What follows belongs to an exercise in optimizing a design on an open flow for small area and few clock cycles; a production flow would make more cautious choices. In this exercise RTL edits were held to simulation tests only and were not proved equivalent to the original.

Design block_mean_ascii_quantizer, start of the top module:
module block_mean_ascii_quantizer #(
  parameter int MAX_WIDTH  = bmaq_pkg::MAX_WIDTH_DEF,
  parameter int BLOCK_ROWS = bmaq_pkg::BLOCK_ROWS_DEF,
  parameter int BLOCK_COLS = bmaq_pkg::BLOCK_COLS_DEF
) (
  input  wire logic                            clk_i,
  input  wire logic                            rst_ni,
  input  wire logic                            cfg_we_i,
  input  wire logic [bmaq_pkg::CFG_IDX_W-1:0]  cfg_index_i,
  input  wire logic [bmaq_pkg::CFG_DATA_W-1:0] cfg_data_i,
  input  wire logic                            s_axis_tvalid_i,
  output logic                                 s_axis_tready_o,
  input  wire logic [7:0]                      s_axis_tdata_i,    
  output logic                                 m_axis_tvalid_o,
  input  wire logic                            m_axis_tready_i,
  output logic      [7:0]                      m_axis_tdata_o,    
  output logic                                 m_axis_tlast_o,
  output logic      [0:0]                      m_axis_tuser_o     
);
clock: 9.0 ns
lec_check: 0
abc_area: 1
cap_margin: 20
core_margin: 2
core_utilization: 60
cts_cluster_diameter: 100
cts_cluster_size: 28
slew_margin: 20
run.sh (not shown) runs the stock make flow with config.mk's settings and CLKGATE_MAP_FILE= SYNTH_SCRIPT=/design/flow/synth_recipe.tcl, a recipe that flattens the netlist after the stock synthesis.
Testbench counts at the start, summed over its fixed seeds: cycles 192,960.
Then changed:
--- a/flow/design.v
+++ b/flow/design.v
@@ -259,45 +259,49 @@
     .NWIN   (NWin),
     .NIB_W  (NibW),
     .MAXLEN (MAX_WIDTH - 1 - 3 * NWin)
   ) u_sum_ram (
     .clk_i     (clk_i),
     .len_i     (ring_len),
     .grp_on_i  (grp_on),
     .win_i     (win),
     .wr_i      (accept && use_ring),
     .wr_data_i (sum[StoW-1:0]),
     .rd_data_o (ring_sum)
   );
+  logic [RowSW-1:0] acc_in, acc_d;
   always_comb begin
+    logic c;
     if (first_row) begin
       above = '0;
     end else if (row_end) begin
       above = side_q;
     end else begin
       above = ring_sum;
     end
-    sum = AccW'(above) + AccW'((sub_q == '0) ? '0 : acc_q)
-        + AccW'(s_axis_tdata_i[PIX_W-1:0]);
-  end
-  logic [RowSW-1:0] acc_in, acc_d;
-  logic             acc_c;
-  always_comb begin
     acc_in = (sub_q == '0) ? '0 : acc_q;
-    acc_c  = 1'b0;
+    c      = 1'b0;
     for (int i = 0; i < RowSW; i++) begin
       logic p;
       p        = (i < PIX_W) ? s_axis_tdata_i[i] : 1'b0;
-      acc_d[i] = acc_in[i] ^ p ^ acc_c;
-      acc_c    = (acc_in[i] & p) | (acc_c & (acc_in[i] ^ p));
+      acc_d[i] = acc_in[i] ^ p ^ c;
+      c        = (acc_in[i] & p) | (c & (acc_in[i] ^ p));
+    end
+    c = 1'b0;
+    for (int i = 0; i < AccW; i++) begin
+      logic x, y;
+      x      = (i < StoW) ? above[i] : 1'b0;
+      y      = (i < RowSW) ? acc_d[i] : 1'b0;
+      sum[i] = x ^ y ^ c;
+      c      = (x & y) | (c & (x ^ y));
     end
   end
   always_ff @(posedge clk_i) begin
     if (accept) begin
       acc_q <= acc_d;
     end
     if (accept && row_end) begin
       side_q <= sum[StoW-1:0];
     end
   end
   logic [ThrW-1:0]  thr [NumThr];
   logic [IDX_W-1:0] level;
Register-to-register slack loses 0.44 ns.
Setup slack is worse by 0.44 ns.
Flip-flop and latch count stays the same.
Routed wire length is lower by 5.9%.
Global-route usage came out lower by 1.1 points.
Via count shrinks by about 3%.
Core utilization is about the same.
Count of clock-buffer cells in the layout went down by 1.
Non-clock buffer count grows by 11.
Final area fell by 0.45%.
Die area decreases by 0.62%.
Critical path depth fell by 3.
Area after synthesis went down by 0.63%.
First-iteration DRC count goes up by about 5.4%.
Testbench counts after the change, summed over its fixed seeds: cycles 192,960.

* * *

block_mean_ascii_quantizer with an RTL version that a note above also has.
Size: ~3800 cells after synthesis, roughly 2100 flip-flops.
Settings: LEC_CHECK=0, ABC_AREA=1, CAP_MARGIN=20, CORE_MARGIN=2, CORE_UTILIZATION=60, CTS_CLUSTER_DIAMETER=110, CTS_CLUSTER_SIZE=32, SLEW_MARGIN=20; clock period 9.0 ns.
Testbench counts at the start, summed over its fixed seeds: cycles 192,960.
Next try:
--- a/flow/design.v
+++ b/flow/design.v
@@ -75,26 +75,27 @@
     if (Rem > 0 && len_i > LEN_W'((1 << NPow) - 1)) begin
       len_rest        = len_i - LEN_W'(Rem);
       use_seg[NSeg-1] = 1'b1;
     end
     use_seg[NPow-1:0] = len_rest[NPow-1:0];
   end
   logic [NIB_W-1:0] link [NSeg+1];
   assign link[0] = grp_in[NWIN];
   for (genvar s = 0; s < NSeg; s++) begin : g_seg
     localparam int Len = (s < NPow) ? (1 << s) : Rem;
-    logic [NIB_W-1:0] q [Len];
-    always_ff @(posedge clk_i) begin
-      q[0] <= link[s];
-      for (int i = 1; i < Len; i++) q[i] <= q[i-1];
+    logic [NIB_W*Len-1:0] q;
+    if (Len == 1) begin : g_one
+      always_ff @(posedge clk_i) q <= link[s];
+    end else begin : g_many
+      always_ff @(posedge clk_i) q <= {q[NIB_W*(Len-1)-1:0], link[s]};
     end
-    assign link[s+1] = use_seg[s] ? q[Len-1] : link[s];
+    assign link[s+1] = use_seg[s] ? q[NIB_W*Len-1 -: NIB_W] : link[s];
   end
   assign tail = link[NSeg];
 endmodule
 `default_nettype wire
 `default_nettype none
 import bmaq_pkg::*;
 module block_mean_ascii_quantizer #(
   parameter int MAX_WIDTH  = bmaq_pkg::MAX_WIDTH_DEF,
   parameter int BLOCK_ROWS = bmaq_pkg::BLOCK_ROWS_DEF,
   parameter int BLOCK_COLS = bmaq_pkg::BLOCK_COLS_DEF
@@ -106,21 +107,21 @@
   input  wire logic [bmaq_pkg::CFG_DATA_W-1:0] cfg_data_i,
   input  wire logic                            s_axis_tvalid_i,
   output logic                                 s_axis_tready_o,
   input  wire logic [7:0]                      s_axis_tdata_i,    
   output logic                                 m_axis_tvalid_o,
   input  wire logic                            m_axis_tready_i,
   output logic      [7:0]                      m_axis_tdata_o,    
   output logic                                 m_axis_tlast_o,
   output logic      [0:0]                      m_axis_tuser_o     
 );
-  localparam int NWin  = 8;
+  localparam int NWin  = 10;
   localparam int WinW  = $clog2(NWin);
   localparam int ColW  = $clog2(MAX_WIDTH);
   localparam int LenW  = $clog2(MAX_WIDTH - 3 * NWin);
   localparam int SubW  = (BLOCK_COLS > 1) ? $clog2(BLOCK_COLS) : 1;
   localparam int RibW  = (BLOCK_ROWS > 1) ? $clog2(BLOCK_ROWS) : 1;
   localparam int RowSW = $clog2(BLOCK_COLS * 255 + 1);
   localparam int AccW  = $clog2(BLOCK_ROWS * BLOCK_COLS * 255 + 1);
   localparam int NibW  = 4;
   localparam int StoW  = NibW * BLOCK_COLS;
   localparam int ThrW  = $clog2(228 * BLOCK_ROWS * BLOCK_COLS + 1);
=>
- clock-buffer cell count goes up by 3
- hold slack improved by 0.013 ns
- sequential cell count does not change
- final area goes up by 1.5%
- register-to-register slack got worse by 0.34 ns
Testbench counts after the change, summed over its fixed seeds: cycles 192,960.

-- static timing again, ports no longer ideal --
No port has a modelled driver above. Below, the same layouts with a new extraction and two added sets of constraints. Step 1: set_driving_cell puts a clkbuf_16 on clk_i and a buf_2 on each other input, an assumption about the parent block. Step 2 also shifts input and output timing later by t, the mid clock arrival at the registers, as if the neighbouring blocks saw the same clock. Slacks: ideal ports / drivers / drivers and shift; pairs: ideal ports / drivers.
run	t (ns)	slack for setup (ns)	hold slack, ns	pins driven straight from the clock port
the first run of note 1	0.756	1.349 / 1.349 / 1.349	0.314 / 0.314 / 0.314	1
the second run of note 1	0.721	0.912 / 0.912 / 0.506	0.302 / 0.302 / 0.302	1
the first run of note 2	0.729	0.958 / 0.958 / 0.556	0.304 / 0.304 / 0.304	1
the second run of note 2	0.763	0.615 / 0.615 / 0.376	0.317 / 0.317 / 0.317	1
After both steps setup and hold are still met in every run listed. For the second run of note 1, which loses most, drivers alone change the setup slack by 0.000 ns; drivers and shift together by -0.406 ns.
